What follows belongs to an exercise in optimizing a design on an open flow for small area, a short achievable clock period and few clock cycles per item; a production flow would make more cautious choices.
Only simulation tests tie the RTL to the original design; equivalence was not proved.
No activity file was given, so power comes from the tool's default toggle rates.

==> flow/design.v (outline; a module is shown in full before it is edited, if it fits) <==
// module issbc_ctrl: 203 lines
// module issbc_dp: 163 lines
// module issbc_csa: 541 lines
// module issbc_rowcfg: 29 lines
// module imu_sample_scale_bias_calibrate: 87 lines
module imu_sample_scale_bias_calibrate
(
  input  wire logic             clk,
  input  wire logic             rst_n,
  input  wire logic             cfg_we,
  input  wire logic [1:0]       cfg_index,
  input  wire logic [CNT_W-1:0] cfg_data,
  input  wire logic             in_valid,
  output logic                  in_ready,
  input  wire logic             in_mode,
  input  wire logic [7:0]       in_x_low_byte,
  input  wire logic [7:0]       in_x_high_byte,
  input  wire logic [7:0]       in_y_low_byte,
  input  wire logic [7:0]       in_y_high_byte,
  input  wire logic [7:0]       in_z_low_byte,
  input  wire logic [7:0]       in_z_high_byte,
  output logic                  out_valid,
  input  wire logic             out_ready,
  output logic                  out_source_kind,
  output logic signed [24:0]    out_x_value,
  output logic signed [24:0]    out_y_value,
  output logic signed [24:0]    out_z_value
);
  // ...
==> flow/run.sh <==
#!/bin/bash
# synth_recipe.tcl (not shown) runs the flow's synth.tcl, then flattens the netlist and writes it again
# the make line also repeats each setting of config.mk as NAME=value (left out here)
make -C /OpenROAD-flow-scripts/flow DESIGN_CONFIG=/design/flow/config.mk WORK_HOME=/design/flow/orfs CLKGATE_MAP_FILE= SYNTH_SCRIPT=/design/flow/synth_recipe.tcl finish
==> flow/config.mk <==
export PLATFORM = sky130hd
export DESIGN_NAME = imu_sample_scale_bias_calibrate
export DESIGN_NICKNAME = imu_sample_scale_bias_calibrate
export VERILOG_FILES = /design/flow/design.v
export SDC_FILE = /design/flow/constraint.sdc
export NUM_CORES = 4
export LEC_CHECK = 0
export CAP_MARGIN = 20
export CORE_MARGIN = 2
export CORE_UTILIZATION = 40
export SETUP_SLACK_MARGIN = 5
export SLEW_MARGIN = 20
==> flow/constraint.sdc <==
create_clock -name core_clock -period 9.0 [get_ports {clk}]
set_input_delay 1.8000 -clock core_clock [delete_from_list [all_inputs] [get_ports {clk}]]
set_output_delay 1.8000 -clock core_clock [all_outputs]
set_load 0.01 [all_outputs]
==> impl_metrics.env, run 1 <==
export IMPL_max_clock_path_buffers=3
export IMPL_min_period_ps=4010
export IMPL_core_um2=185000
export IMPL_n_sequential_cell=958
export IMPL_ys_ff_latch=958
export IMPL_reg2reg_from="u_ctrl.ps0[1]"
export IMPL_cts_hold_buf=0
export IMPL_maxCapViolCount=0
export IMPL_use_met3_pct=5.17
export IMPL_power_w=0.0159
export IMPL_combinational_family_with_the_most_area_after_synthesis="adder cells"
export IMPL_reg2reg_depth=10
export IMPL_die_width_um=436
export IMPL_largestPowerGroup="combinational cells"
export IMPL_hold_violations=0
export IMPL_mostFrequentLayoutCells="sky130_fd_sc_hd__inv_1, sky130_fd_sc_hd__edfxtp_1, sky130_fd_sc_hd__nand2_1, sky130_fd_sc_hd__ha_1, sky130_fd_sc_hd__a21oi_1"
export IMPL_clockBufferCount=147
export IMPL_timing_setup_critical_path_class="input pin to flop"
export IMPL_synth_top_cell_by_area="sky130_fd_sc_hd__edfxtp_1"
export IMPL_hp_class="flop to flop"
export IMPL_cts_sinks=958
export IMPL_gr_usage_met1_pct=37.0
export IMPL_sequentialPower_w=0.00540
export IMPL_crit_path_start="cfg_index[0]"
export IMPL_status="finished clean"
export IMPL_rrSetupSlack_ps=5040
export IMPL_crit_slowest_cell="sky130_fd_sc_hd__clkdlybuf4s50_1"
export IMPL_cell_at_the_root_of_the_clock_tree="sky130_fd_sc_hd__clkbuf_16"
export IMPL_non_clock_buffers_area_share_pct=3.77
export IMPL_first_pass_iters=6
export IMPL_final_layout_size_suffix_gt1_share_pct=11.6
export IMPL_finalHoldWorstSlack_ps=456
export IMPL_setup_viol=0
export IMPL_rows=158
export IMPL_layout_commonest_cell="sky130_fd_sc_hd__inv_1"
export IMPL_count_of_vias_placed_by_the_detailed_router=59300
export IMPL_worst_slew_pin_tran_ps=1260
Testbench counts, summed over its fixed seeds: cycles 2,736, items 2,400.
==> module issbc_rowcfg, before the edit <==
module issbc_rowcfg (
  input  wire logic        g,
  input  wire logic [2:0]  k,
  output logic             e1,
  output logic             e2,
  output logic             q2,
  output logic [16:0]      xv
);
  always_comb begin
    case ({g, k})
      4'd0: begin {e1, e2, q2} = 3'b000; xv = 17'hb170; end
      4'd1: begin {e1, e2, q2} = 3'b100; xv = 17'hb131; end
      4'd2: begin {e1, e2, q2} = 3'b100; xv = 17'hb131; end
      4'd3: begin {e1, e2, q2} = 3'b110; xv = 17'hb0b3; end
      4'd4: begin {e1, e2, q2} = 3'b110; xv = 17'hb0b3; end
      4'd5: begin {e1, e2, q2} = 3'b110; xv = 17'hb0b3; end
      4'd6: begin {e1, e2, q2} = 3'b110; xv = 17'hb0b3; end
      4'd7: begin {e1, e2, q2} = 3'b110; xv = 17'hb0b3; end
      4'd8: begin {e1, e2, q2} = 3'b000; xv = 17'h14c09; end
      4'd9: begin {e1, e2, q2} = 3'b100; xv = 17'h14bca; end
      4'd10: begin {e1, e2, q2} = 3'b100; xv = 17'h14bca; end
      4'd11: begin {e1, e2, q2} = 3'b010; xv = 17'h14b8b; end
      4'd12: begin {e1, e2, q2} = 3'b011; xv = 17'h14b0d; end
      4'd13: begin {e1, e2, q2} = 3'b011; xv = 17'h14b0d; end
      4'd14: begin {e1, e2, q2} = 3'b011; xv = 17'h14b0d; end
      4'd15: begin {e1, e2, q2} = 3'b011; xv = 17'h14b0d; end
    endcase
  end
endmodule
==> run 2: changes to the inputs <==
==> flow/design.v (replaced) <==
`default_nettype none
package issbc_pkg;
  localparam int RAW_W  = 16;
  localparam int A_W    = 17;    
  localparam int AP_W   = 21;    
  localparam int SUM_W  = 32;    
  localparam int Q_W    = 32;    
  localparam int T_W    = 41;    
  localparam int OUT_W  = 25;
  localparam int CNT_W  = 16;
  localparam int DIV_R    = 1;
  localparam int DIV_CYC  = 32 / DIV_R;
endpackage
`default_nettype wire
`default_nettype none
import issbc_pkg::*;
module issbc_ctrl
(
  input  wire logic             clk,
  input  wire logic             rst_n,
  input  wire logic             cfg_we,
  input  wire logic [1:0]       cfg_index,
  input  wire logic [CNT_W-1:0] cfg_data,
  input  wire logic             in_valid,
  output logic                  in_ready,
  input  wire logic             in_mode,
  output logic                  out_valid,
  input  wire logic             out_ready,
  output logic                  out_source_kind,
  output logic                  cap,
  output logic                  cap_sk,
  output logic                  cap_pass,
  output logic                  cap_hi,
  output logic [2:0]            cap_k,
  output logic                  sk_ld,
  output logic                  acc,
  output logic                  div_load,
  output logic                  div_step,
  output logic [CNT_W-1:0]      div_n,
  output logic                  g0,
  output logic [2:0]            k0,
  output logic                  e1_0,
  output logic                  e2_0,
  output logic                  q2_0,
  output logic                  kfix,
  output logic                  y_rnd,
  output logic                  ld1,
  output logic                  g1,
  output logic                  w_p1,
  output logic                  w_p2,
  output logic                  ld2,
  output logic                  ld_out
);
  typedef enum logic [3:0] {
    S_RUN  = 4'd0,
    S_SUMW = 4'd7,
    S_LOAD = 4'd1,
    S_DIV  = 4'd2,
    S_P1   = 4'd3,
    S_PW1  = 4'd4,
    S_PW1B = 4'd8,
    S_P2   = 4'd5,
    S_PW2  = 4'd6
  } state_t;
  state_t           state_r, state_nx;
  logic [1:0]       accel_sel_r;
  logic [2:0]       gyro_sel_r;
  logic [CNT_W-1:0] cnt_r;
  logic [CNT_W-1:0] fc_r;
  logic [$clog2(DIV_CYC)-1:0] dc_r;
  logic             rdy_r;
  logic             skv, skv_nx, sk_mode;
  logic             v0, a0, v1, v2, ov, ok;
  logic [1:0]       ps0, ps1;
  logic             g0_r, g1_r, g2_r;
  logic [2:0]       k0_r;
  logic             active_r, last_r;
  logic             e1_r, e2_r, q2_r;
  logic [2:0] kg, ka;
  assign kg = (gyro_sel_r > 3'd4) ? 3'd4 : gyro_sel_r;
  assign ka = {1'b0, accel_sel_r};
  logic calib_active, calib_last, adv, s2_free, s1_free, s0_free, in_fire, take;
  logic src_mode, cal, pcap;
  assign calib_active = active_r;
  assign calib_last   = last_r;
  assign adv      = !ov || out_ready;
  assign s2_free  = !v2 || adv;
  assign s1_free  = !v1 || s2_free;
  assign s0_free  = !v0 || s1_free;
  assign in_ready = rdy_r;
  assign in_fire  = in_valid && rdy_r;
  assign take     = s0_free && (skv || in_fire);
  assign src_mode = skv ? sk_mode : in_mode;
  assign cal      = src_mode && calib_active;
  assign pcap     = ((state_r == S_P1) && !v0 && !v1) || (state_r == S_P2);
  assign cap      = take || pcap;
  assign cap_sk   = skv;
  assign cap_pass = pcap;
  assign cap_hi   = (state_r == S_P2);
  assign cap_k    = (pcap || src_mode) ? kg : ka;
  assign sk_ld    = in_fire && !s0_free;
  assign acc      = a0;
  assign div_load = (state_r == S_LOAD);
  assign div_step = (state_r == S_DIV);
  assign div_n    = fc_r;
  assign g0       = g0_r;
  assign k0       = k0_r;
  assign y_rnd    = (ps0 == 2'd1);
  assign ld1      = (v0 && s1_free) || (ps0 != 2'd0);
  assign g1       = g1_r;
  assign w_p1     = (ps1 == 2'd1);
  assign w_p2     = (ps1 == 2'd2);
  assign ld2      = v1 && s2_free;
  assign ld_out   = v2 && adv;
  assign out_valid       = ov;
  assign out_source_kind = ok;
  always_comb begin
    state_nx = state_r;
    case (state_r)
      S_SUMW:  state_nx = S_LOAD;
      S_LOAD:  state_nx = S_DIV;
      S_DIV:   if (dc_r == DIV_CYC - 1) state_nx = S_P1;
      S_P1:    if (pcap) state_nx = S_PW1;
      S_PW1:   state_nx = S_PW1B;
      S_PW1B:  state_nx = S_P2;
      S_P2:    state_nx = S_PW2;
      S_PW2:   state_nx = S_RUN;
      default: ;
    endcase
    if (take && cal && calib_last) state_nx = S_SUMW;
    if (cfg_we && (cfg_index == 2'd1)) state_nx = S_P1;
  end
  assign skv_nx = sk_ld ? 1'b1 : (take ? 1'b0 : skv);
  logic [CNT_W:0] fc1, fc2;
  logic           act0, act1, last0, last1;
  assign fc1   = {1'b0, fc_r} + 17'd1;
  assign fc2   = {1'b0, fc_r} + 17'd2;
  assign act0  = ({1'b0, fc_r} < {1'b0, cnt_r});
  assign act1  = (fc1 < {1'b0, cnt_r});
  assign last0 = (fc1 == {1'b0, cnt_r});
  assign last1 = (fc2 == {1'b0, cnt_r});
  logic             e1_c, e2_c, q2_c;
  issbc_rowcfg u_rowcfg (
    .g  (pcap || src_mode),
    .k  (cap_k),
    .e1 (e1_c),
    .e2 (e2_c),
    .q2 (q2_c)
  );
  assign e1_0 = e1_r;
  assign e2_0 = e2_r;
  assign q2_0 = q2_r;
  assign kfix = (state_r == S_P2);
  always_ff @(posedge clk) begin
    if (!rst_n) begin
      state_r     <= S_RUN;
      rdy_r       <= 1'b0;
      accel_sel_r <= 2'd3;
      gyro_sel_r  <= 3'd4;
      cnt_r       <= '0;
      fc_r        <= '0;
      dc_r        <= '0;
      skv         <= 1'b0;
      v0          <= 1'b0;
      a0          <= 1'b0;
      ps0         <= 2'd0;
      active_r    <= 1'b0;
      last_r      <= 1'b0;
      v1          <= 1'b0;
      ps1         <= 2'd0;
      v2          <= 1'b0;
      ov          <= 1'b0;
    end else begin
      state_r  <= state_nx;
      active_r <= (take && cal) ? act1 : act0;
      last_r   <= (take && cal) ? last1 : last0;
      rdy_r   <= (state_nx == S_RUN) && !skv_nx && !cfg_we;
      skv     <= skv_nx;
      if (cfg_we) begin
        case (cfg_index)
          2'd0:    accel_sel_r <= cfg_data[1:0];
          2'd1:    gyro_sel_r  <= cfg_data[2:0];
          2'd2:    cnt_r       <= cfg_data;
          default: ;
        endcase
      end
      if (state_r == S_LOAD)     dc_r <= '0;
      else if (state_r == S_DIV) dc_r <= dc_r + 1'b1;
      if (take) begin
        v0  <= !cal;
        a0  <= cal;
        ps0 <= 2'd0;
        if (cal) fc_r <= fc_r + 1'b1;
      end else if (pcap) begin
        v0  <= 1'b0;
        a0  <= 1'b0;
        ps0 <= cap_hi ? 2'd2 : 2'd1;
      end else begin
        if (s1_free) v0 <= 1'b0;
        a0  <= 1'b0;
        ps0 <= 2'd0;
      end
      if (s1_free) v1 <= v0;
      ps1 <= ps0;
      if (s2_free) v2 <= v1;
      if (adv) ov <= v2;
    end
  end
  always_ff @(posedge clk) begin
    if (sk_ld) sk_mode <= in_mode;
    if (cap) begin
      g0_r <= pcap || src_mode;
      k0_r <= cap_k;
      e1_r <= e1_c;
      e2_r <= e2_c;
      q2_r <= q2_c;
    end
    if (ld1)    g1_r <= g0_r;
    if (ld2)    g2_r <= g1_r;
    if (ld_out) ok   <= g2_r;
  end
endmodule
`default_nettype wire
`default_nettype none
import issbc_pkg::*;
module issbc_dp
(
  input  wire logic                    clk,
  input  wire logic                    rst_n,
  input  wire logic [RAW_W-1:0]        in_raw,
  input  wire logic                    cap,        
  input  wire logic                    cap_sk,     
  input  wire logic                    cap_pass,   
  input  wire logic                    cap_hi,     
  input  wire logic [2:0]              cap_k,      
  input  wire logic                    sk_ld,      
  input  wire logic                    acc,        
  input  wire logic                    div_load,   
  input  wire logic                    div_step,
  input  wire logic [CNT_W-1:0]        div_n,
  input  wire logic                    g0,         
  input  wire logic [2:0]              k0,         
  input  wire logic                    e1_0,       
  input  wire logic                    e2_0,
  input  wire logic                    q2_0,
  input  wire logic                    y_rnd,      
  input  wire logic                    ld1,
  input  wire logic                    g1,         
  input  wire logic                    w_p1,       
  input  wire logic                    w_p2,       
  input  wire logic                    kfix,       
  input  wire logic                    ld2,
  input  wire logic                    ld_out,
  output logic signed [OUT_W-1:0]      out_value
);
  logic [RAW_W-1:0]        sk_raw;
  logic signed [A_W-1:0]   a0;
  logic [AP_W-1:0]         ap0;
  logic signed [SUM_W-1:0] sum_r;
  logic [Q_W-1:0]          q_r;
  logic                    qneg_r;
  logic signed [T_W-1:0]   k_r;
  logic                    z_r;
  logic [T_W-1:0]          s1s, s1c;
  logic signed [OUT_W-1:0] out_r;
  always_ff @(posedge clk) begin
    if (sk_ld) sk_raw <= in_raw;
  end
  logic [16:0]           qpart;
  logic signed [A_W-1:0] a_src;
  always_comb begin
    qpart = cap_hi ? {1'b0, q_r[31:16]} : {1'b0, q_r[15:0]};
    if (cap_pass)    a_src = qneg_r ? $signed(qpart) : $signed(~qpart);
    else if (cap_sk) a_src = {sk_raw[RAW_W-1], sk_raw};
    else             a_src = {in_raw[RAW_W-1], in_raw};
  end
  always_ff @(posedge clk) begin
    if (cap) begin
      a0  <= a_src;
      ap0 <= {{(AP_W-A_W){a_src[A_W-1]}}, a_src} << cap_k;
    end
  end
  logic signed [SUM_W-1:0] sum_nx;
  assign sum_nx = sum_r + SUM_W'(a0);
  always_ff @(posedge clk) begin
    if (!rst_n) sum_r <= '0;
    else if (acc) sum_r <= sum_nx;
  end
  logic [SUM_W-1:0] sabs;
  assign sabs = sum_r[SUM_W-1] ? SUM_W'(-sum_r) : SUM_W'(sum_r);
  logic [CNT_W-1:0] rem   [DIV_R+1];
  logic [Q_W-1:0]   nq    [DIV_R+1];
  logic [CNT_W:0]   trial [DIV_R];
  logic [CNT_W:0]   tdiff [DIV_R];
  always_comb begin
    rem[0] = k_r[CNT_W-1:0];
    nq[0]  = q_r;
    for (int i = 0; i < DIV_R; i++) begin
      trial[i] = {rem[i], nq[i][Q_W-1]};
      tdiff[i] = trial[i] - {1'b0, div_n};
      if (!tdiff[i][CNT_W]) begin
        rem[i+1] = tdiff[i][CNT_W-1:0];
        nq[i+1]  = {nq[i][Q_W-2:0], 1'b1};
      end else begin
        rem[i+1] = trial[i][CNT_W-1:0];
        nq[i+1]  = {nq[i][Q_W-2:0], 1'b0};
      end
    end
  end
  logic [T_W-1:0] y_op, cs_s, cs_c;
  logic [T_W-1:0] y_con;
  issbc_ycon u_ycon (
    .p1   (y_rnd),
    .qneg (qneg_r),
    .k    (k0),
    .yc   (y_con)
  );
  assign y_op = (g0 && !y_rnd) ? k_r : y_con;
  issbc_csa u_csa (
    .a  (a0),
    .ap (ap0),
    .g  (g0),
    .e1 (e1_0),
    .e2 (e2_0),
    .q2 (q2_0),
    .y  (y_op),
    .s  (cs_s),
    .c  (cs_c)
  );
  always_ff @(posedge clk) begin
    if (ld1) begin
      s1s <= cs_s;
      s1c <= cs_c;
    end
  end
  logic signed [T_W-1:0]   t;
  logic                    tie;
  logic signed [OUT_W-1:0] m2;
  logic                    ct2;
  assign t   = s1s + s1c;
  assign tie = ((s1s[15:0] ^ s1c[15:0]) == {s1s[14:0] | s1c[14:0], 1'b0});
  always_ff @(posedge clk) begin
    if (ld2) begin
      m2  <= t[T_W-1:16];
      ct2 <= tie && (g1 ? z_r : 1'b1);
    end
  end
  logic                    dec;
  logic [OUT_W-1:0]        low_zero;
  logic signed [OUT_W-1:0] res;
  assign dec = ct2 && (m2[OUT_W-1] || (m2 == '0));
  always_comb begin
    low_zero[0] = 1'b1;
    for (int i = 1; i < OUT_W; i++) low_zero[i] = low_zero[i-1] && !m2[i-1];
  end
  assign res = m2 ^ (low_zero & {OUT_W{dec}});
  always_ff @(posedge clk) begin
    if (ld_out) out_r <= res;
  end
  assign out_value = out_r;
  logic [15:0]    k_hi;
  logic [T_W-1:0] k_rst;
  issbc_kfix u_kfix (
    .k    (k0),
    .r    (k_r[24:0]),
    .hi   (k_hi),
    .krst (k_rst)
  );
  always_ff @(posedge clk) begin
    if (!rst_n) begin
      q_r    <= '0;
      qneg_r <= 1'b0;
      k_r    <= k_rst;
      z_r    <= 1'b1;
    end else if (div_load) begin
      k_r[CNT_W-1:0] <= sabs[SUM_W-1:16];
      q_r            <= {sabs[15:0], 1'b0, div_n[CNT_W-1:1]};
      qneg_r         <= sum_r[SUM_W-1];
    end else if (div_step) begin
      k_r[CNT_W-1:0] <= rem[DIV_R];
      q_r            <= nq[DIV_R];
    end else if (w_p1) begin
      k_r[24:0] <= t[T_W-1:16];
      z_r       <= tie;
    end else if (kfix) begin
      k_r[T_W-1:25] <= k_hi;
    end else if (w_p2) begin
      k_r <= t;
    end
  end
endmodule
module issbc_csa (
  input  wire logic [16:0] a,     
  input  wire logic [20:0] ap,    
  input  wire logic        g,     
  input  wire logic        e1,    
  input  wire logic        e2,    
  input  wire logic        q2,
  input  wire logic [40:0] y,
  output logic [40:0]      s,
  output logic [40:0]      c
);
  wire w1 = ap[7] ^ ~ap[1];
  wire w2 = ap[7] & ~ap[1];
  wire w3 = ap[8] ^ ~ap[2] ^ (g & ~ap[1]);
  wire w4 = (ap[8] & ~ap[2]) | ((g & ~ap[1]) & (ap[8] ^ ~ap[2]));
  wire w5 = ap[9] ^ ~ap[3] ^ (g ? ~ap[2] : ~ap[0]);
  wire w6 = (ap[9] & ~ap[3]) | ((g ? ~ap[2] : ~ap[0]) & (ap[9] ^ ~ap[3]));
  wire w7 = ap[10] ^ ~ap[4] ^ (g ? ~ap[3] : ~ap[1]);
  wire w8 = (ap[10] & ~ap[4]) | ((g ? ~ap[3] : ~ap[1]) & (ap[10] ^ ~ap[4]));
  wire w9 = ~ap[11] ^ ap[5] ^ ap[0];
  wire w10 = (~ap[11] & ap[5]) | (ap[0] & (~ap[11] ^ ap[5]));
  wire w11 = (g ? ~ap[4] : ~ap[2]) ^ (g & ~ap[13]);
  wire w12 = (g ? ~ap[4] : ~ap[2]) & (g & ~ap[13]);
  wire w13 = ~ap[12] ^ ap[6] ^ ap[1];
  wire w14 = (~ap[12] & ap[6]) | (ap[1] & (~ap[12] ^ ap[6]));
  wire w15 = (g ? ~ap[5] : ~ap[3]) ^ (g & ~ap[14]) ^ (e1 & ~a[14]);
  wire w16 = ((g ? ~ap[5] : ~ap[3]) & (g & ~ap[14])) | ((e1 & ~a[14]) & ((g ? ~ap[5] : ~ap[3]) ^ (g & ~ap[14])));
  wire w17 = ~ap[13] ^ ap[7] ^ ap[2];
  wire w18 = (~ap[13] & ap[7]) | (ap[2] & (~ap[13] ^ ap[7]));
  wire w19 = (g ? ~ap[6] : ~ap[4]) ^ (g & ap[0]) ^ (g & ~ap[15]);
  wire w20 = ((g ? ~ap[6] : ~ap[4]) & (g & ap[0])) | ((g & ~ap[15]) & ((g ? ~ap[6] : ~ap[4]) ^ (g & ap[0])));
  wire w21 = (e1 & ~a[15]) ^ (e2 & (q2 ? ~a[13] : ~a[14]));
  wire w22 = (e1 & ~a[15]) & (e2 & (q2 ? ~a[13] : ~a[14]));
  wire w23 = ~ap[14] ^ ap[8] ^ ap[3];
  wire w24 = (~ap[14] & ap[8]) | (ap[3] & (~ap[14] ^ ap[8]));
  wire w25 = (g ? ~ap[7] : ~ap[5]) ^ (g ? ap[1] : ~ap[0]) ^ (g & ~ap[16]);
  wire w26 = ((g ? ~ap[7] : ~ap[5]) & (g ? ap[1] : ~ap[0])) | ((g & ~ap[16]) & ((g ? ~ap[7] : ~ap[5]) ^ (g ? ap[1] : ~ap[0])));
  wire w27 = (e1 & a[16]) ^ (e2 & (q2 ? ~a[14] : ~a[15])) ^ y[16];
  wire w28 = ((e1 & a[16]) & (e2 & (q2 ? ~a[14] : ~a[15]))) | (y[16] & ((e1 & a[16]) ^ (e2 & (q2 ? ~a[14] : ~a[15]))));
  wire w29 = ~ap[15] ^ ap[9] ^ ap[4];
  wire w30 = (~ap[15] & ap[9]) | (ap[4] & (~ap[15] ^ ap[9]));
  wire w31 = (g ? ~ap[8] : ~ap[6]) ^ (g ? ap[2] : ~ap[1]) ^ (g & ~ap[17]);
  wire w32 = ((g ? ~ap[8] : ~ap[6]) & (g ? ap[2] : ~ap[1])) | ((g & ~ap[17]) & ((g ? ~ap[8] : ~ap[6]) ^ (g ? ap[2] : ~ap[1])));
  wire w33 = (e2 & (q2 ? ~a[15] : a[16])) ^ y[17];
  wire w34 = (e2 & (q2 ? ~a[15] : a[16])) & y[17];
  wire w35 = ~ap[16] ^ ap[10] ^ ap[5];
  wire w36 = (~ap[16] & ap[10]) | (ap[5] & (~ap[16] ^ ap[10]));
  wire w37 = (g ? ap[0] : ~ap[0]) ^ (g ? ~ap[9] : ~ap[7]) ^ (g ? ap[3] : ~ap[2]);
  wire w38 = ((g ? ap[0] : ~ap[0]) & (g ? ~ap[9] : ~ap[7])) | ((g ? ap[3] : ~ap[2]) & ((g ? ap[0] : ~ap[0]) ^ (g ? ~ap[9] : ~ap[7])));
  wire w39 = (g & ~ap[18]) ^ (e2 & q2 & a[16]) ^ y[18];
  wire w40 = ((g & ~ap[18]) & (e2 & q2 & a[16])) | (y[18] & ((g & ~ap[18]) ^ (e2 & q2 & a[16])));
  wire w41 = ~ap[17] ^ ap[11] ^ ap[6];
  wire w42 = (~ap[17] & ap[11]) | (ap[6] & (~ap[17] ^ ap[11]));
  wire w43 = (g ? ap[1] : ~ap[1]) ^ (g ? ~ap[10] : ~ap[8]) ^ (g ? ap[4] : ~ap[3]);
  wire w44 = ((g ? ap[1] : ~ap[1]) & (g ? ~ap[10] : ~ap[8])) | ((g ? ap[4] : ~ap[3]) & ((g ? ap[1] : ~ap[1]) ^ (g ? ~ap[10] : ~ap[8])));
  wire w45 = (g & ~ap[19]) ^ y[19];
  wire w46 = (g & ~ap[19]) & y[19];
  wire w47 = ~ap[18] ^ ap[12] ^ ap[7];
  wire w48 = (~ap[18] & ap[12]) | (ap[7] & (~ap[18] ^ ap[12]));
  wire w49 = (g ? ap[2] : ~ap[2]) ^ (g ? ~ap[11] : ~ap[9]) ^ (g ? ap[5] : ~ap[4]);
  wire w50 = ((g ? ap[2] : ~ap[2]) & (g ? ~ap[11] : ~ap[9])) | ((g ? ap[5] : ~ap[4]) & ((g ? ap[2] : ~ap[2]) ^ (g ? ~ap[11] : ~ap[9])));
  wire w51 = (g & ap[20]) ^ y[20];
  wire w52 = (g & ap[20]) & y[20];
  wire w53 = ~ap[19] ^ ap[13] ^ ap[8];
  wire w54 = (~ap[19] & ap[13]) | (ap[8] & (~ap[19] ^ ap[13]));
  wire w55 = (g ? ap[3] : ~ap[3]) ^ (g ? ~ap[12] : ~ap[10]) ^ (g ? ap[6] : ~ap[5]);
  wire w56 = ((g ? ap[3] : ~ap[3]) & (g ? ~ap[12] : ~ap[10])) | ((g ? ap[6] : ~ap[5]) & ((g ? ap[3] : ~ap[3]) ^ (g ? ~ap[12] : ~ap[10])));
  wire w57 = ap[20] ^ ap[14] ^ ap[9];
  wire w58 = (ap[20] & ap[14]) | (ap[9] & (ap[20] ^ ap[14]));
  wire w59 = (g ? ap[4] : ~ap[4]) ^ (g ? ~ap[13] : ~ap[11]) ^ (g ? ap[7] : ~ap[6]);
  wire w60 = ((g ? ap[4] : ~ap[4]) & (g ? ~ap[13] : ~ap[11])) | ((g ? ap[7] : ~ap[6]) & ((g ? ap[4] : ~ap[4]) ^ (g ? ~ap[13] : ~ap[11])));
  wire w61 = ap[15] ^ ap[10] ^ ~(g ? ap[5] : ~ap[5]);
  wire w62 = (ap[15] & ap[10]) | (~(g ? ap[5] : ~ap[5]) & (ap[15] ^ ap[10]));
  wire w63 = (g ? ~ap[14] : ~ap[12]) ^ (g ? ap[8] : ~ap[7]);
  wire w64 = (g ? ~ap[14] : ~ap[12]) & (g ? ap[8] : ~ap[7]);
  wire w65 = ap[16] ^ ap[11] ^ ~(g ? ap[6] : ~ap[6]);
  wire w66 = (ap[16] & ap[11]) | (~(g ? ap[6] : ~ap[6]) & (ap[16] ^ ap[11]));
  wire w67 = (g ? ~ap[15] : ~ap[13]) ^ (g ? ap[9] : ~ap[8]);
  wire w68 = (g ? ~ap[15] : ~ap[13]) & (g ? ap[9] : ~ap[8]);
  wire w69 = ap[17] ^ ap[12] ^ ~(g ? ap[7] : ~ap[7]);
  wire w70 = (ap[17] & ap[12]) | (~(g ? ap[7] : ~ap[7]) & (ap[17] ^ ap[12]));
  wire w71 = (g ? ~ap[16] : ~ap[14]) ^ (g ? ap[10] : ~ap[9]);
  wire w72 = (g ? ~ap[16] : ~ap[14]) & (g ? ap[10] : ~ap[9]);
  wire w73 = ap[18] ^ ap[13] ^ ~(g ? ap[8] : ~ap[8]);
  wire w74 = (ap[18] & ap[13]) | (~(g ? ap[8] : ~ap[8]) & (ap[18] ^ ap[13]));
  wire w75 = (g ? ~ap[17] : ~ap[15]) ^ (g ? ap[11] : ~ap[10]);
  wire w76 = (g ? ~ap[17] : ~ap[15]) & (g ? ap[11] : ~ap[10]);
  wire w77 = ap[19] ^ ap[14] ^ ~(g ? ap[9] : ~ap[9]);
  wire w78 = (ap[19] & ap[14]) | (~(g ? ap[9] : ~ap[9]) & (ap[19] ^ ap[14]));
  wire w79 = (g ? ~ap[18] : ~ap[16]) ^ (g ? ap[12] : ~ap[11]);
  wire w80 = (g ? ~ap[18] : ~ap[16]) & (g ? ap[12] : ~ap[11]);
  wire w81 = ap[20] ^ ~ap[15] ^ (g ? ap[10] : ~ap[10]);
  wire w82 = (ap[20] & ~ap[15]) | ((g ? ap[10] : ~ap[10]) & (ap[20] ^ ~ap[15]));
  wire w83 = (g ? ~ap[19] : ~ap[17]) ^ (g ? ap[13] : ~ap[12]);
  wire w84 = (g ? ~ap[19] : ~ap[17]) & (g ? ap[13] : ~ap[12]);
  wire w85 = ~ap[16] ^ (g ? ap[11] : ~ap[11]) ^ (g ? ap[20] : ~ap[18]);
  wire w86 = (~ap[16] & (g ? ap[11] : ~ap[11])) | ((g ? ap[20] : ~ap[18]) & (~ap[16] ^ (g ? ap[11] : ~ap[11])));
  wire w87 = ~ap[17] ^ (g ? ap[12] : ~ap[12]);
  wire w88 = ~ap[17] & (g ? ap[12] : ~ap[12]);
  wire w89 = ~ap[18] ^ (g ? ap[13] : ~ap[13]);
  wire w90 = ~ap[18] & (g ? ap[13] : ~ap[13]);
  wire w91 = ap[0] ^ (g & ~ap[2]);
  wire w92 = ap[0] & (g & ~ap[2]);
  wire w93 = ap[1] ^ (g & ~ap[3]) ^ (e1 & ~a[3]);
  wire w94 = (ap[1] & (g & ~ap[3])) | ((e1 & ~a[3]) & (ap[1] ^ (g & ~ap[3])));
  wire w95 = ap[2] ^ (g & ~ap[4]) ^ (e1 & ~a[4]);
  wire w96 = (ap[2] & (g & ~ap[4])) | ((e1 & ~a[4]) & (ap[2] ^ (g & ~ap[4])));
  wire w97 = ap[3] ^ (g & ~ap[5]) ^ (e1 & ~a[5]);
  wire w98 = (ap[3] & (g & ~ap[5])) | ((e1 & ~a[5]) & (ap[3] ^ (g & ~ap[5])));
  wire w99 = ap[4] ^ (g & ~ap[6]) ^ (e1 & ~a[6]);
  wire w100 = (ap[4] & (g & ~ap[6])) | ((e1 & ~a[6]) & (ap[4] ^ (g & ~ap[6])));
  wire w101 = ap[5] ^ (g & ~ap[7]) ^ (e1 & ~a[7]);
  wire w102 = (ap[5] & (g & ~ap[7])) | ((e1 & ~a[7]) & (ap[5] ^ (g & ~ap[7])));
  wire w103 = ap[6] ^ ~ap[0] ^ (g & ~ap[8]);
  wire w104 = (ap[6] & ~ap[0]) | ((g & ~ap[8]) & (ap[6] ^ ~ap[0]));
  wire w105 = (e1 & ~a[8]) ^ (e2 & (q2 ? ~a[6] : ~a[7]));
  wire w106 = (e1 & ~a[8]) & (e2 & (q2 ? ~a[6] : ~a[7]));
  wire w107 = w1 ^ (g & ~ap[0]) ^ (g & ~ap[9]);
  wire w108 = (w1 & (g & ~ap[0])) | ((g & ~ap[9]) & (w1 ^ (g & ~ap[0])));
  wire w109 = (e1 & ~a[9]) ^ (e2 & (q2 ? ~a[7] : ~a[8])) ^ y[9];
  wire w110 = ((e1 & ~a[9]) & (e2 & (q2 ? ~a[7] : ~a[8]))) | (y[9] & ((e1 & ~a[9]) ^ (e2 & (q2 ? ~a[7] : ~a[8]))));
  wire w111 = w3 ^ (g & ~ap[10]) ^ (e1 & ~a[10]);
  wire w112 = (w3 & (g & ~ap[10])) | ((e1 & ~a[10]) & (w3 ^ (g & ~ap[10])));
  wire w113 = (e2 & (q2 ? ~a[8] : ~a[9])) ^ y[10] ^ w2;
  wire w114 = ((e2 & (q2 ? ~a[8] : ~a[9])) & y[10]) | (w2 & ((e2 & (q2 ? ~a[8] : ~a[9])) ^ y[10]));
  wire w115 = w5 ^ (g & ~ap[11]) ^ (e1 & ~a[11]);
  wire w116 = (w5 & (g & ~ap[11])) | ((e1 & ~a[11]) & (w5 ^ (g & ~ap[11])));
  wire w117 = (e2 & (q2 ? ~a[9] : ~a[10])) ^ y[11] ^ w4;
  wire w118 = ((e2 & (q2 ? ~a[9] : ~a[10])) & y[11]) | (w4 & ((e2 & (q2 ? ~a[9] : ~a[10])) ^ y[11]));
  wire w119 = w7 ^ (g & ~ap[12]) ^ (e1 & ~a[12]);
  wire w120 = (w7 & (g & ~ap[12])) | ((e1 & ~a[12]) & (w7 ^ (g & ~ap[12])));
  wire w121 = (e2 & (q2 ? ~a[10] : ~a[11])) ^ y[12] ^ w6;
  wire w122 = ((e2 & (q2 ? ~a[10] : ~a[11])) & y[12]) | (w6 & ((e2 & (q2 ? ~a[10] : ~a[11])) ^ y[12]));
  wire w123 = ~w9 ^ w11 ^ (e1 & ~a[13]);
  wire w124 = (~w9 & w11) | ((e1 & ~a[13]) & (~w9 ^ w11));
  wire w125 = (e2 & (q2 ? ~a[11] : ~a[12])) ^ y[13] ^ w8;
  wire w126 = ((e2 & (q2 ? ~a[11] : ~a[12])) & y[13]) | (w8 & ((e2 & (q2 ? ~a[11] : ~a[12])) ^ y[13]));
  wire w127 = ~w13 ^ w15 ^ (e2 & (q2 ? ~a[12] : ~a[13]));
  wire w128 = (~w13 & w15) | ((e2 & (q2 ? ~a[12] : ~a[13])) & (~w13 ^ w15));
  wire w129 = y[14] ^ ~w10 ^ w12;
  wire w130 = (y[14] & ~w10) | (w12 & (y[14] ^ ~w10));
  wire w131 = ~w17 ^ w19 ^ w21;
  wire w132 = (~w17 & w19) | (w21 & (~w17 ^ w19));
  wire w133 = y[15] ^ ~w14 ^ w16;
  wire w134 = (y[15] & ~w14) | (w16 & (y[15] ^ ~w14));
  wire w135 = ~w23 ^ w25 ^ w27;
  wire w136 = (~w23 & w25) | (w27 & (~w23 ^ w25));
  wire w137 = ~w18 ^ w20 ^ w22;
  wire w138 = (~w18 & w20) | (w22 & (~w18 ^ w20));
  wire w139 = ~w29 ^ w31 ^ w33;
  wire w140 = (~w29 & w31) | (w33 & (~w29 ^ w31));
  wire w141 = ~w24 ^ w26 ^ w28;
  wire w142 = (~w24 & w26) | (w28 & (~w24 ^ w26));
  wire w143 = ~w35 ^ w37 ^ w39;
  wire w144 = (~w35 & w37) | (w39 & (~w35 ^ w37));
  wire w145 = ~w30 ^ w32 ^ w34;
  wire w146 = (~w30 & w32) | (w34 & (~w30 ^ w32));
  wire w147 = ~w41 ^ w43 ^ w45;
  wire w148 = (~w41 & w43) | (w45 & (~w41 ^ w43));
  wire w149 = ~w36 ^ w38 ^ w40;
  wire w150 = (~w36 & w38) | (w40 & (~w36 ^ w38));
  wire w151 = ~w47 ^ w49 ^ w51;
  wire w152 = (~w47 & w49) | (w51 & (~w47 ^ w49));
  wire w153 = ~w42 ^ w44 ^ w46;
  wire w154 = (~w42 & w44) | (w46 & (~w42 ^ w44));
  wire w155 = ~w53 ^ w55 ^ y[21];
  wire w156 = (~w53 & w55) | (y[21] & (~w53 ^ w55));
  wire w157 = ~w48 ^ w50 ^ w52;
  wire w158 = (~w48 & w50) | (w52 & (~w48 ^ w50));
  wire w159 = ~w57 ^ w59 ^ (~g & ap[0]);
  wire w160 = (~w57 & w59) | ((~g & ap[0]) & (~w57 ^ w59));
  wire w161 = y[22] ^ ~w54 ^ w56;
  wire w162 = (y[22] & ~w54) | (w56 & (y[22] ^ ~w54));
  wire w163 = ~w61 ^ w63 ^ (~g & ap[1]);
  wire w164 = (~w61 & w63) | ((~g & ap[1]) & (~w61 ^ w63));
  wire w165 = y[23] ^ ~w58 ^ w60;
  wire w166 = (y[23] & ~w58) | (w60 & (y[23] ^ ~w58));
  wire w167 = ~w65 ^ w67 ^ (~g & ap[2]);
  wire w168 = (~w65 & w67) | ((~g & ap[2]) & (~w65 ^ w67));
  wire w169 = y[24] ^ ~w62 ^ w64;
  wire w170 = (y[24] & ~w62) | (w64 & (y[24] ^ ~w62));
  wire w171 = ~w69 ^ w71 ^ (~g & ap[3]);
  wire w172 = (~w69 & w71) | ((~g & ap[3]) & (~w69 ^ w71));
  wire w173 = y[25] ^ ~w66 ^ w68;
  wire w174 = (y[25] & ~w66) | (w68 & (y[25] ^ ~w66));
  wire w175 = ~w73 ^ w75 ^ (~g & ap[4]);
  wire w176 = (~w73 & w75) | ((~g & ap[4]) & (~w73 ^ w75));
  wire w177 = y[26] ^ ~w70 ^ w72;
  wire w178 = (y[26] & ~w70) | (w72 & (y[26] ^ ~w70));
  wire w179 = ~w77 ^ w79 ^ (~g & ap[5]);
  wire w180 = (~w77 & w79) | ((~g & ap[5]) & (~w77 ^ w79));
  wire w181 = y[27] ^ ~w74 ^ w76;
  wire w182 = (y[27] & ~w74) | (w76 & (y[27] ^ ~w74));
  wire w183 = w81 ^ w83 ^ (~g & ap[6]);
  wire w184 = (w81 & w83) | ((~g & ap[6]) & (w81 ^ w83));
  wire w185 = y[28] ^ ~w78 ^ w80;
  wire w186 = (y[28] & ~w78) | (w80 & (y[28] ^ ~w78));
  wire w187 = w85 ^ (g ? ap[14] : ~ap[13]) ^ (~g & ap[7]);
  wire w188 = (w85 & (g ? ap[14] : ~ap[13])) | ((~g & ap[7]) & (w85 ^ (g ? ap[14] : ~ap[13])));
  wire w189 = y[29] ^ w82 ^ w84;
  wire w190 = (y[29] & w82) | (w84 & (y[29] ^ w82));
  wire w191 = w87 ^ (~g & ~ap[19]) ^ (g ? ap[15] : ~ap[14]);
  wire w192 = (w87 & (~g & ~ap[19])) | ((g ? ap[15] : ~ap[14]) & (w87 ^ (~g & ~ap[19])));
  wire w193 = (~g & ap[8]) ^ y[30] ^ w86;
  wire w194 = ((~g & ap[8]) & y[30]) | (w86 & ((~g & ap[8]) ^ y[30]));
  wire w195 = w89 ^ (~g & ap[20]) ^ (g ? ap[16] : ~ap[15]);
  wire w196 = (w89 & (~g & ap[20])) | ((g ? ap[16] : ~ap[15]) & (w89 ^ (~g & ap[20])));
  wire w197 = (~g & ap[9]) ^ y[31] ^ w88;
  wire w198 = ((~g & ap[9]) & y[31]) | (w88 & ((~g & ap[9]) ^ y[31]));
  wire w199 = ~ap[19] ^ (g ? ap[14] : ~ap[14]) ^ (g ? ap[17] : ~ap[16]);
  wire w200 = (~ap[19] & (g ? ap[14] : ~ap[14])) | ((g ? ap[17] : ~ap[16]) & (~ap[19] ^ (g ? ap[14] : ~ap[14])));
  wire w201 = (~g & ap[10]) ^ y[32] ^ w90;
  wire w202 = ((~g & ap[10]) & y[32]) | (w90 & ((~g & ap[10]) ^ y[32]));
  wire w203 = ap[20] ^ (g ? ap[15] : ~ap[15]) ^ (g ? ap[18] : ~ap[17]);
  wire w204 = (ap[20] & (g ? ap[15] : ~ap[15])) | ((g ? ap[18] : ~ap[17]) & (ap[20] ^ (g ? ap[15] : ~ap[15])));
  wire w205 = (~g & ap[11]) ^ y[33];
  wire w206 = (~g & ap[11]) & y[33];
  wire w207 = (g ? ap[16] : ~ap[16]) ^ (g ? ap[19] : ~ap[18]) ^ (~g & ap[12]);
  wire w208 = ((g ? ap[16] : ~ap[16]) & (g ? ap[19] : ~ap[18])) | ((~g & ap[12]) & ((g ? ap[16] : ~ap[16]) ^ (g ? ap[19] : ~ap[18])));
  wire w209 = (g ? ap[17] : ~ap[17]) ^ (g ? ~ap[20] : ~ap[19]);
  wire w210 = (g ? ap[17] : ~ap[17]) & (g ? ~ap[20] : ~ap[19]);
  wire w211 = (g ? ap[18] : ~ap[18]) ^ (~g & ap[20]);
  wire w212 = (g ? ap[18] : ~ap[18]) & (~g & ap[20]);
  wire w213 = (g & ~ap[1]) ^ (e1 & ~a[1]);
  wire w214 = (g & ~ap[1]) & (e1 & ~a[1]);
  wire w215 = w91 ^ (e1 & ~a[2]) ^ (e2 & (q2 ? ~a[0] : ~a[1]));
  wire w216 = (w91 & (e1 & ~a[2])) | ((e2 & (q2 ? ~a[0] : ~a[1])) & (w91 ^ (e1 & ~a[2])));
  wire w217 = w93 ^ (e2 & (q2 ? ~a[1] : ~a[2])) ^ y[3];
  wire w218 = (w93 & (e2 & (q2 ? ~a[1] : ~a[2]))) | (y[3] & (w93 ^ (e2 & (q2 ? ~a[1] : ~a[2]))));
  wire w219 = w95 ^ (e2 & (q2 ? ~a[2] : ~a[3])) ^ y[4];
  wire w220 = (w95 & (e2 & (q2 ? ~a[2] : ~a[3]))) | (y[4] & (w95 ^ (e2 & (q2 ? ~a[2] : ~a[3]))));
  wire w221 = w97 ^ (e2 & (q2 ? ~a[3] : ~a[4])) ^ y[5];
  wire w222 = (w97 & (e2 & (q2 ? ~a[3] : ~a[4]))) | (y[5] & (w97 ^ (e2 & (q2 ? ~a[3] : ~a[4]))));
  wire w223 = w99 ^ (e2 & (q2 ? ~a[4] : ~a[5])) ^ y[6];
  wire w224 = (w99 & (e2 & (q2 ? ~a[4] : ~a[5]))) | (y[6] & (w99 ^ (e2 & (q2 ? ~a[4] : ~a[5]))));
  wire w225 = w101 ^ (e2 & (q2 ? ~a[5] : ~a[6])) ^ y[7];
  wire w226 = (w101 & (e2 & (q2 ? ~a[5] : ~a[6]))) | (y[7] & (w101 ^ (e2 & (q2 ? ~a[5] : ~a[6]))));
  wire w227 = w103 ^ w105 ^ y[8];
  wire w228 = (w103 & w105) | (y[8] & (w103 ^ w105));
  wire w229 = w107 ^ w109 ^ w104;
  wire w230 = (w107 & w109) | (w104 & (w107 ^ w109));
  wire w231 = w111 ^ w113 ^ w108;
  wire w232 = (w111 & w113) | (w108 & (w111 ^ w113));
  wire w233 = w115 ^ w117 ^ w112;
  wire w234 = (w115 & w117) | (w112 & (w115 ^ w117));
  wire w235 = w119 ^ w121 ^ w116;
  wire w236 = (w119 & w121) | (w116 & (w119 ^ w121));
  wire w237 = w123 ^ w125 ^ w120;
  wire w238 = (w123 & w125) | (w120 & (w123 ^ w125));
  wire w239 = w127 ^ w129 ^ w124;
  wire w240 = (w127 & w129) | (w124 & (w127 ^ w129));
  wire w241 = w131 ^ w133 ^ w128;
  wire w242 = (w131 & w133) | (w128 & (w131 ^ w133));
  wire w243 = w135 ^ w137 ^ w132;
  wire w244 = (w135 & w137) | (w132 & (w135 ^ w137));
  wire w245 = w139 ^ w141 ^ w136;
  wire w246 = (w139 & w141) | (w136 & (w139 ^ w141));
  wire w247 = w143 ^ w145 ^ w140;
  wire w248 = (w143 & w145) | (w140 & (w143 ^ w145));
  wire w249 = w147 ^ w149 ^ w144;
  wire w250 = (w147 & w149) | (w144 & (w147 ^ w149));
  wire w251 = w151 ^ w153 ^ w148;
  wire w252 = (w151 & w153) | (w148 & (w151 ^ w153));
  wire w253 = w155 ^ w157 ^ w152;
  wire w254 = (w155 & w157) | (w152 & (w155 ^ w157));
  wire w255 = w159 ^ w161 ^ w156;
  wire w256 = (w159 & w161) | (w156 & (w159 ^ w161));
  wire w257 = w163 ^ w165 ^ w160;
  wire w258 = (w163 & w165) | (w160 & (w163 ^ w165));
  wire w259 = w167 ^ w169 ^ w164;
  wire w260 = (w167 & w169) | (w164 & (w167 ^ w169));
  wire w261 = w171 ^ w173 ^ w168;
  wire w262 = (w171 & w173) | (w168 & (w171 ^ w173));
  wire w263 = w175 ^ w177 ^ w172;
  wire w264 = (w175 & w177) | (w172 & (w175 ^ w177));
  wire w265 = w179 ^ w181 ^ w176;
  wire w266 = (w179 & w181) | (w176 & (w179 ^ w181));
  wire w267 = w183 ^ w185 ^ w180;
  wire w268 = (w183 & w185) | (w180 & (w183 ^ w185));
  wire w269 = w187 ^ w189 ^ w184;
  wire w270 = (w187 & w189) | (w184 & (w187 ^ w189));
  wire w271 = w191 ^ w193 ^ w188;
  wire w272 = (w191 & w193) | (w188 & (w191 ^ w193));
  wire w273 = w195 ^ w197 ^ w192;
  wire w274 = (w195 & w197) | (w192 & (w195 ^ w197));
  wire w275 = w199 ^ w201 ^ w196;
  wire w276 = (w199 & w201) | (w196 & (w199 ^ w201));
  wire w277 = w203 ^ w205 ^ w200;
  wire w278 = (w203 & w205) | (w200 & (w203 ^ w205));
  wire w279 = w207 ^ y[34] ^ w204;
  wire w280 = (w207 & y[34]) | (w204 & (w207 ^ y[34]));
  wire w281 = w209 ^ (~g & ap[13]) ^ y[35];
  wire w282 = (w209 & (~g & ap[13])) | (y[35] & (w209 ^ (~g & ap[13])));
  wire w283 = w211 ^ (~g & ap[14]) ^ y[36];
  wire w284 = (w211 & (~g & ap[14])) | (y[36] & (w211 ^ (~g & ap[14])));
  wire w285 = (g ? ap[19] : ~ap[19]) ^ (~g & ap[15]) ^ y[37];
  wire w286 = ((g ? ap[19] : ~ap[19]) & (~g & ap[15])) | (y[37] & ((g ? ap[19] : ~ap[19]) ^ (~g & ap[15])));
  wire w287 = (g ? ~ap[20] : ap[20]) ^ (~g & ap[16]);
  wire w288 = (g ? ~ap[20] : ap[20]) & (~g & ap[16]);
  wire w289 = (g & ~ap[0]) ^ (e1 & ~a[0]);
  wire w290 = (g & ~ap[0]) & (e1 & ~a[0]);
  wire w291 = w213 ^ (e2 & ~q2 & ~a[0]) ^ y[1];
  wire w292 = (w213 & (e2 & ~q2 & ~a[0])) | (y[1] & (w213 ^ (e2 & ~q2 & ~a[0])));
  wire w293 = w215 ^ y[2] ^ w214;
  wire w294 = (w215 & y[2]) | (w214 & (w215 ^ y[2]));
  wire w295 = w217 ^ w92 ^ w216;
  wire w296 = (w217 & w92) | (w216 & (w217 ^ w92));
  wire w297 = w219 ^ w94 ^ w218;
  wire w298 = (w219 & w94) | (w218 & (w219 ^ w94));
  wire w299 = w221 ^ w96 ^ w220;
  wire w300 = (w221 & w96) | (w220 & (w221 ^ w96));
  wire w301 = w223 ^ w98 ^ w222;
  wire w302 = (w223 & w98) | (w222 & (w223 ^ w98));
  wire w303 = w225 ^ w100 ^ w224;
  wire w304 = (w225 & w100) | (w224 & (w225 ^ w100));
  wire w305 = w227 ^ w102 ^ w226;
  wire w306 = (w227 & w102) | (w226 & (w227 ^ w102));
  wire w307 = w229 ^ w106 ^ w228;
  wire w308 = (w229 & w106) | (w228 & (w229 ^ w106));
  wire w309 = w231 ^ w110 ^ w230;
  wire w310 = (w231 & w110) | (w230 & (w231 ^ w110));
  wire w311 = w233 ^ w114 ^ w232;
  wire w312 = (w233 & w114) | (w232 & (w233 ^ w114));
  wire w313 = w235 ^ w118 ^ w234;
  wire w314 = (w235 & w118) | (w234 & (w235 ^ w118));
  wire w315 = w237 ^ w122 ^ w236;
  wire w316 = (w237 & w122) | (w236 & (w237 ^ w122));
  wire w317 = w239 ^ w126 ^ w238;
  wire w318 = (w239 & w126) | (w238 & (w239 ^ w126));
  wire w319 = w241 ^ w130 ^ w240;
  wire w320 = (w241 & w130) | (w240 & (w241 ^ w130));
  wire w321 = w243 ^ w134 ^ w242;
  wire w322 = (w243 & w134) | (w242 & (w243 ^ w134));
  wire w323 = w245 ^ w138 ^ w244;
  wire w324 = (w245 & w138) | (w244 & (w245 ^ w138));
  wire w325 = w247 ^ w142 ^ w246;
  wire w326 = (w247 & w142) | (w246 & (w247 ^ w142));
  wire w327 = w249 ^ w146 ^ w248;
  wire w328 = (w249 & w146) | (w248 & (w249 ^ w146));
  wire w329 = w251 ^ w150 ^ w250;
  wire w330 = (w251 & w150) | (w250 & (w251 ^ w150));
  wire w331 = w253 ^ w154 ^ w252;
  wire w332 = (w253 & w154) | (w252 & (w253 ^ w154));
  wire w333 = w255 ^ w158 ^ w254;
  wire w334 = (w255 & w158) | (w254 & (w255 ^ w158));
  wire w335 = w257 ^ w162 ^ w256;
  wire w336 = (w257 & w162) | (w256 & (w257 ^ w162));
  wire w337 = w259 ^ w166 ^ w258;
  wire w338 = (w259 & w166) | (w258 & (w259 ^ w166));
  wire w339 = w261 ^ w170 ^ w260;
  wire w340 = (w261 & w170) | (w260 & (w261 ^ w170));
  wire w341 = w263 ^ w174 ^ w262;
  wire w342 = (w263 & w174) | (w262 & (w263 ^ w174));
  wire w343 = w265 ^ w178 ^ w264;
  wire w344 = (w265 & w178) | (w264 & (w265 ^ w178));
  wire w345 = w267 ^ w182 ^ w266;
  wire w346 = (w267 & w182) | (w266 & (w267 ^ w182));
  wire w347 = w269 ^ w186 ^ w268;
  wire w348 = (w269 & w186) | (w268 & (w269 ^ w186));
  wire w349 = w271 ^ w190 ^ w270;
  wire w350 = (w271 & w190) | (w270 & (w271 ^ w190));
  wire w351 = w273 ^ w194 ^ w272;
  wire w352 = (w273 & w194) | (w272 & (w273 ^ w194));
  wire w353 = w275 ^ w198 ^ w274;
  wire w354 = (w275 & w198) | (w274 & (w275 ^ w198));
  wire w355 = w277 ^ w202 ^ w276;
  wire w356 = (w277 & w202) | (w276 & (w277 ^ w202));
  wire w357 = w279 ^ w206 ^ w278;
  wire w358 = (w279 & w206) | (w278 & (w279 ^ w206));
  wire w359 = w281 ^ w208 ^ w280;
  wire w360 = (w281 & w208) | (w280 & (w281 ^ w208));
  wire w361 = w283 ^ w210 ^ w282;
  wire w362 = (w283 & w210) | (w282 & (w283 ^ w210));
  wire w363 = w285 ^ w212 ^ w284;
  wire w364 = (w285 & w212) | (w284 & (w285 ^ w212));
  wire w365 = w287 ^ y[38] ^ w286;
  wire w366 = (w287 & y[38]) | (w286 & (w287 ^ y[38]));
  wire w367 = (~g & ap[17]) ^ y[39] ^ w288;
  wire w368 = ((~g & ap[17]) & y[39]) | (w288 & ((~g & ap[17]) ^ y[39]));
  wire w369 = (~g & ap[18]) ^ y[40];
  wire w370 = (~g & ap[18]) & y[40];
  assign s[0] = w289;
  assign c[0] = y[0];
  assign s[1] = w291;
  assign c[1] = w290;
  assign s[2] = w293;
  assign c[2] = w292;
  assign s[3] = w295;
  assign c[3] = w294;
  assign s[4] = w297;
  assign c[4] = w296;
  assign s[5] = w299;
  assign c[5] = w298;
  assign s[6] = w301;
  assign c[6] = w300;
  assign s[7] = w303;
  assign c[7] = w302;
  assign s[8] = w305;
  assign c[8] = w304;
  assign s[9] = w307;
  assign c[9] = w306;
  assign s[10] = w309;
  assign c[10] = w308;
  assign s[11] = w311;
  assign c[11] = w310;
  assign s[12] = w313;
  assign c[12] = w312;
  assign s[13] = w315;
  assign c[13] = w314;
  assign s[14] = w317;
  assign c[14] = w316;
  assign s[15] = w319;
  assign c[15] = w318;
  assign s[16] = w321;
  assign c[16] = w320;
  assign s[17] = w323;
  assign c[17] = w322;
  assign s[18] = w325;
  assign c[18] = w324;
  assign s[19] = w327;
  assign c[19] = w326;
  assign s[20] = w329;
  assign c[20] = w328;
  assign s[21] = w331;
  assign c[21] = w330;
  assign s[22] = w333;
  assign c[22] = w332;
  assign s[23] = w335;
  assign c[23] = w334;
  assign s[24] = w337;
  assign c[24] = w336;
  assign s[25] = w339;
  assign c[25] = w338;
  assign s[26] = w341;
  assign c[26] = w340;
  assign s[27] = w343;
  assign c[27] = w342;
  assign s[28] = w345;
  assign c[28] = w344;
  assign s[29] = w347;
  assign c[29] = w346;
  assign s[30] = w349;
  assign c[30] = w348;
  assign s[31] = w351;
  assign c[31] = w350;
  assign s[32] = w353;
  assign c[32] = w352;
  assign s[33] = w355;
  assign c[33] = w354;
  assign s[34] = w357;
  assign c[34] = w356;
  assign s[35] = w359;
  assign c[35] = w358;
  assign s[36] = w361;
  assign c[36] = w360;
  assign s[37] = w363;
  assign c[37] = w362;
  assign s[38] = w365;
  assign c[38] = w364;
  assign s[39] = w367;
  assign c[39] = w366;
  assign s[40] = w369;
  assign c[40] = w368;
endmodule
module issbc_rowcfg (
  input  wire logic        g,
  input  wire logic [2:0]  k,
  output logic             e1,
  output logic             e2,
  output logic             q2
);
  always_comb begin
    case ({g, k})
      4'd0: {e1, e2, q2} = 3'b000;
      4'd1: {e1, e2, q2} = 3'b100;
      4'd2: {e1, e2, q2} = 3'b100;
      4'd3: {e1, e2, q2} = 3'b110;
      4'd4: {e1, e2, q2} = 3'b110;
      4'd5: {e1, e2, q2} = 3'b110;
      4'd6: {e1, e2, q2} = 3'b110;
      4'd7: {e1, e2, q2} = 3'b110;
      4'd8: {e1, e2, q2} = 3'b000;
      4'd9: {e1, e2, q2} = 3'b100;
      4'd10: {e1, e2, q2} = 3'b100;
      4'd11: {e1, e2, q2} = 3'b010;
      4'd12: {e1, e2, q2} = 3'b011;
      4'd13: {e1, e2, q2} = 3'b011;
      4'd14: {e1, e2, q2} = 3'b011;
      4'd15: {e1, e2, q2} = 3'b011;
    endcase
  end
endmodule
module issbc_ycon (
  input  wire logic        p1,
  input  wire logic        qneg,
  input  wire logic [2:0]  k,
  output logic [40:0]      yc
);
  always_comb begin
    case ({p1, qneg, k})
      5'd0: yc = 41'h1ad6fc5a900;
      5'd1: yc = 41'h1ad6fc4a901;
      5'd2: yc = 41'h1ad6fc4a901;
      5'd3: yc = 41'h1ad6fc2a903;
      5'd4: yc = 41'h1ad6fc2a903;
      5'd5: yc = 41'h1ad6fc2a903;
      5'd6: yc = 41'h1ad6fc2a903;
      5'd7: yc = 41'h1ad6fc2a903;
      5'd8: yc = 41'h1ad6fc5a900;
      5'd9: yc = 41'h1ad6fc4a901;
      5'd10: yc = 41'h1ad6fc4a901;
      5'd11: yc = 41'h1ad6fc2a903;
      5'd12: yc = 41'h1ad6fc2a903;
      5'd13: yc = 41'h1ad6fc2a903;
      5'd14: yc = 41'h1ad6fc2a903;
      5'd15: yc = 41'h1ad6fc2a903;
      5'd16: yc = 41'h11af2b98004;
      5'd17: yc = 41'h11d4fc0dd07;
      5'd18: yc = 41'h12609cf970d;
      5'd19: yc = 41'h1357ded0b19;
      5'd20: yc = 41'h1546627f331;
      5'd21: yc = 41'h1546627f331;
      5'd22: yc = 41'h1546627f331;
      5'd23: yc = 41'h1546627f331;
      5'd24: yc = 41'h11695b22301;
      5'd25: yc = 41'h11495b32302;
      5'd26: yc = 41'h11495b32302;
      5'd27: yc = 41'h11295b42303;
      5'd28: yc = 41'h10e95b62305;
      5'd29: yc = 41'h10e95b62305;
      5'd30: yc = 41'h10e95b62305;
      5'd31: yc = 41'h10e95b62305;
    endcase
  end
endmodule
module issbc_kfix (
  input  wire logic [2:0]  k,
  input  wire logic [24:0] r,
  output logic [15:0]      hi,
  output logic [40:0]      krst    
);
  always_comb begin
    case (k)
      3'd0: hi = (r < 25'd6309378) ? 16'hb5d0 : 16'hb5cf;
      3'd1: hi = (r < 25'd6178308) ? 16'hb5d0 : 16'hb5cf;
      3'd2: hi = (r < 25'd6178308) ? 16'hb5d0 : 16'hb5cf;
      3'd3: hi = (r < 25'd6047238) ? 16'hb5d0 : 16'hb5cf;
      3'd4: hi = (r < 25'd5785098) ? 16'hb5d0 : 16'hb5cf;
      3'd5: hi = (r < 25'd5785098) ? 16'hb5d0 : 16'hb5cf;
      3'd6: hi = (r < 25'd5785098) ? 16'hb5d0 : 16'hb5cf;
      3'd7: hi = (r < 25'd5785098) ? 16'hb5d0 : 16'hb5cf;
    endcase
  end
  assign krst = 41'h1b5cfaca305;
endmodule
`default_nettype wire
`default_nettype none
import issbc_pkg::*;
module imu_sample_scale_bias_calibrate
(
  input  wire logic             clk,
  input  wire logic             rst_n,
  input  wire logic             cfg_we,
  input  wire logic [1:0]       cfg_index,
  input  wire logic [CNT_W-1:0] cfg_data,
  input  wire logic             in_valid,
  output logic                  in_ready,
  input  wire logic             in_mode,
  input  wire logic [7:0]       in_x_low_byte,
  input  wire logic [7:0]       in_x_high_byte,
  input  wire logic [7:0]       in_y_low_byte,
  input  wire logic [7:0]       in_y_high_byte,
  input  wire logic [7:0]       in_z_low_byte,
  input  wire logic [7:0]       in_z_high_byte,
  output logic                  out_valid,
  input  wire logic             out_ready,
  output logic                  out_source_kind,
  output logic signed [24:0]    out_x_value,
  output logic signed [24:0]    out_y_value,
  output logic signed [24:0]    out_z_value
);
  logic             cap, cap_sk, cap_pass, cap_hi, sk_ld, acc, div_load, div_step;
  logic             g0, y_rnd, ld1, g1, w_p1, w_p2, ld2, ld_out;
  logic [2:0]       cap_k, k0;
  logic             e1_0, e2_0, q2_0, kfix;
  logic [CNT_W-1:0] div_n;
  issbc_ctrl u_ctrl (
    .clk             (clk),
    .rst_n           (rst_n),
    .cfg_we          (cfg_we),
    .cfg_index       (cfg_index),
    .cfg_data        (cfg_data),
    .in_valid        (in_valid),
    .in_ready        (in_ready),
    .in_mode         (in_mode),
    .out_valid       (out_valid),
    .out_ready       (out_ready),
    .out_source_kind (out_source_kind),
    .cap             (cap),
    .cap_sk          (cap_sk),
    .cap_pass        (cap_pass),
    .cap_hi          (cap_hi),
    .cap_k           (cap_k),
    .sk_ld           (sk_ld),
    .acc             (acc),
    .div_load        (div_load),
    .div_step        (div_step),
    .div_n           (div_n),
    .g0              (g0),
    .k0              (k0),
    .e1_0            (e1_0),
    .e2_0            (e2_0),
    .q2_0            (q2_0),
    .kfix            (kfix),
    .y_rnd           (y_rnd),
    .ld1             (ld1),
    .g1              (g1),
    .w_p1            (w_p1),
    .w_p2            (w_p2),
    .ld2             (ld2),
    .ld_out          (ld_out)
  );
  issbc_dp u_x (
    .clk (clk), .rst_n (rst_n), .in_raw ({in_x_high_byte, in_x_low_byte}),
    .cap (cap), .cap_sk (cap_sk), .cap_pass (cap_pass), .cap_hi (cap_hi), .cap_k (cap_k),
    .sk_ld (sk_ld), .acc (acc), .div_load (div_load), .div_step (div_step), .div_n (div_n),
    .g0 (g0), .k0 (k0), .e1_0 (e1_0), .e2_0 (e2_0), .q2_0 (q2_0), .kfix (kfix), .y_rnd (y_rnd), .ld1 (ld1), .g1 (g1), .w_p1 (w_p1), .w_p2 (w_p2),
    .ld2 (ld2), .ld_out (ld_out), .out_value (out_x_value)
  );
  issbc_dp u_y (
    .clk (clk), .rst_n (rst_n), .in_raw ({in_y_high_byte, in_y_low_byte}),
    .cap (cap), .cap_sk (cap_sk), .cap_pass (cap_pass), .cap_hi (cap_hi), .cap_k (cap_k),
    .sk_ld (sk_ld), .acc (acc), .div_load (div_load), .div_step (div_step), .div_n (div_n),
    .g0 (g0), .k0 (k0), .e1_0 (e1_0), .e2_0 (e2_0), .q2_0 (q2_0), .kfix (kfix), .y_rnd (y_rnd), .ld1 (ld1), .g1 (g1), .w_p1 (w_p1), .w_p2 (w_p2),
    .ld2 (ld2), .ld_out (ld_out), .out_value (out_y_value)
  );
  issbc_dp u_z (
    .clk (clk), .rst_n (rst_n), .in_raw ({in_z_high_byte, in_z_low_byte}),
    .cap (cap), .cap_sk (cap_sk), .cap_pass (cap_pass), .cap_hi (cap_hi), .cap_k (cap_k),
    .sk_ld (sk_ld), .acc (acc), .div_load (div_load), .div_step (div_step), .div_n (div_n),
    .g0 (g0), .k0 (k0), .e1_0 (e1_0), .e2_0 (e2_0), .q2_0 (q2_0), .kfix (kfix), .y_rnd (y_rnd), .ld1 (ld1), .g1 (g1), .w_p1 (w_p1), .w_p2 (w_p2),
    .ld2 (ld2), .ld_out (ld_out), .out_value (out_z_value)
  );
endmodule
`default_nettype wire
==> flow/config.mk (replaced) <==
export PLATFORM = sky130hd
export DESIGN_NAME = imu_sample_scale_bias_calibrate
export DESIGN_NICKNAME = imu_sample_scale_bias_calibrate
export VERILOG_FILES = /design/flow/design.v
export SDC_FILE = /design/flow/constraint.sdc
export NUM_CORES = 4
export LEC_CHECK = 0
export CAP_MARGIN = 20
export CORE_MARGIN = 2
export CORE_UTILIZATION = 55
export CTS_BUF_LIST = sky130_fd_sc_hd__clkbuf_8
export CTS_CLUSTER_SIZE = 24
export SETUP_SLACK_MARGIN = 5
export SLEW_MARGIN = 20
==> run 2 against run 1 <==
  * Critical path type is now flop to flop
  * Critical path depth shrank 3
  * Register-to-register slack lost 130 ps
  * Synthesized cell count shrank 0.37%
  * Worst hold slack lost 14 ps
  * Non-clock buffer count shrank 14
  * Clock-buffer cell count grew 44
  * Power shrank 11%
  * Largest power group is now registers
  * Clock power shrank 9.7%
  * Setup slack lost 80 ps
==> impl_metrics.env, run 2 <==
export IMPL_layout_commonest_cell="sky130_fd_sc_hd__inv_1"
export IMPL_yosys_warnings=13
export IMPL_cts_sinks=952
export IMPL_cell_at_the_root_of_the_clock_tree="sky130_fd_sc_hd__clkbuf_8"
export IMPL_synth_fp_nets=8694
export IMPL_synth_top_cell_by_area="sky130_fd_sc_hd__edfxtp_1"
export IMPL_die_width_um=370
export IMPL_rrSetupSlack_ps=4910
export IMPL_later_pin_clock_latency_in_the_skew_report_ps=950
export IMPL_hpwl_um=200000
export IMPL_min_period_ps=4090
export IMPL_crit_path_start="u_ctrl.k0_r[1]"
export IMPL_first_pass_iters=6
export IMPL_mostFrequentLayoutCells="sky130_fd_sc_hd__inv_1, sky130_fd_sc_hd__edfxtp_1, sky130_fd_sc_hd__nand2_1, sky130_fd_sc_hd__nor2_1, sky130_fd_sc_hd__ha_1"
export IMPL_slew_limit_headroom_pct=22.3
export IMPL_status="finished clean"
export IMPL_hold_violations=0
export IMPL_core_um2=133000
export IMPL_hp_class="flop to flop"
export IMPL_reg2reg_depth=12
export IMPL_cts_hold_buf=0
export IMPL_reg2reg_from="u_ctrl.k0_r[1]"
export IMPL_ys_ff_latch=952
export IMPL_max_clock_path_buffers=3
export IMPL_timing_setup_critical_path_class="flop to flop"
export IMPL_yosysMostFrequentCell="sky130_fd_sc_hd__inv_1"
export IMPL_rows=134
export IMPL_worst_slew_pin_tran_ps=1160
export IMPL_setup_viol=0
export IMPL_post_place_ws_ps=3690
export IMPL_final_layout_size_suffix_gt1_share_pct=11.3
export IMPL_finalHoldWorstSlack_ps=442
export IMPL_maxCapViolCount=0
export IMPL_pin_count_of_the_biggest_net_entering_global_routing=104
## run 2: changes by cell type after synthesis, sizes merged, moves of 25 or more
cell   previous run  this run
nor3             83       108
a21oi           506       476
a22oi            87        52
mux2i           228       285
a31oi            93        62
o21ai           393       465
o221a            53         7
xor2            144       195
nor2            487       554
and2             69        39
fa              561       495
inv             963       769
nand3            79       123
## run 2: what timing repair did
action | in CTS | in global routing
gates cloned | 5 | 2
pin swaps | 2 | 21
resized for setup | 91 | 94
buffers inserted | 36 | 22
setup endpoints to repair | 271 | 238
## run 2: critical path, cell delays in order (launching register included)
cell,delay [ps]
sky130_fd_sc_hd__edfxtp_1,480
sky130_fd_sc_hd__buf_4,200
sky130_fd_sc_hd__inv_4,90
sky130_fd_sc_hd__ha_4,240
sky130_fd_sc_hd__nor2b_2,180
sky130_fd_sc_hd__nand2_1,110
sky130_fd_sc_hd__o21ai_0,100
sky130_fd_sc_hd__o21ai_2,420
sky130_fd_sc_hd__fa_1,480
sky130_fd_sc_hd__inv_1,80
sky130_fd_sc_hd__fa_1,430
sky130_fd_sc_hd__fa_1,550
sky130_fd_sc_hd__fa_2,430
## run 2: metrics by stage
stage	total power, W	utilization, %
3_3_place_gp	0.00947	58.6
4_1_cts	0.0141	61.9
6_report	0.0142	62.4
2_1_floorplan	0.00818	-
3_5_place_dp	0.00961	58.6
5_1_grt	0.0149	62.4
## run 2: cell families (layout without fill, tap and decap cells)
logic type / Yosys count / in the layout / synth area share [%]
XOR/XNOR: 499 / 499 / 5.94
buffers and inverters: 1111 / 1407 / 5.68
multiplexers: 345 / 345 / 4.79
other: 0 / 2 / 0
AO/OA/AOI/OAI: 1764 / 1764 / 15.3
adder cells (fa/ha/maj): 1048 / 1048 / 22.9
AND/OR/NAND/NOR: 1855 / 1857 / 11.8
flip-flops: 952 / 952 / 33.7
## run 2: final cells by class
type                            count  area [µm²]
Fill cell                       11300       50000
Antenna cell                        2        5.00
Tap cell                         1768        2210
Clock inverter                    136        1040
Sequential cell                   952       24800
Inverter                          773        2970
Timing Repair Buffer              307        3030
Clock buffer                      191        2630
Multi-Input combinational cell   5513       46400
## run 2: worst min-delay path by stage
stage / start / to / cells past startpoint
2_1_floorplan: u_ctrl.g2_r / u_ctrl.ok / 0
3_3_place_gp: u_ctrl.g2_r / u_ctrl.ok / 0
3_5_place_dp: u_ctrl.g2_r / u_ctrl.ok / 0
4_1_cts: u_ctrl.g2_r / u_ctrl.ok / 0
5_1_grt: u_ctrl.g2_r / u_ctrl.ok / 0
6_report: u_ctrl.g2_r / u_ctrl.ok / 0
## run 2: report_power, final
part | switching (W) | total [W] | internal, W
clock | 0.00209 | 0.00446 | 0.00237
combinational | 0.00264 | 0.00441 | 0.00176
sequential | 0.000248 | 0.00530 | 0.00505
total | 0.00498 | 0.0142 | 0.00919
## run 2: metal layers
metal	routed length [µm]	vias to the layer above	GRT usage, %
met1	109000	29500	50.6
met2	117000	2715	58.7
li1	-	26900	-
met3	22100	691	7.77
met4	17600	4	22.1
met5	26	-	0
Testbench counts of run 2, summed over its fixed seeds: cycles 2,744, items 2,400.

Setup slack of run 2, layout unchanged: 4.906 ns with ideal ports, 4.906 ns with driving cells assumed (clock clkbuf_16, inputs buf_2), 4.179 ns with port delays also shifted by the 0.996 ns mid clock arrival.
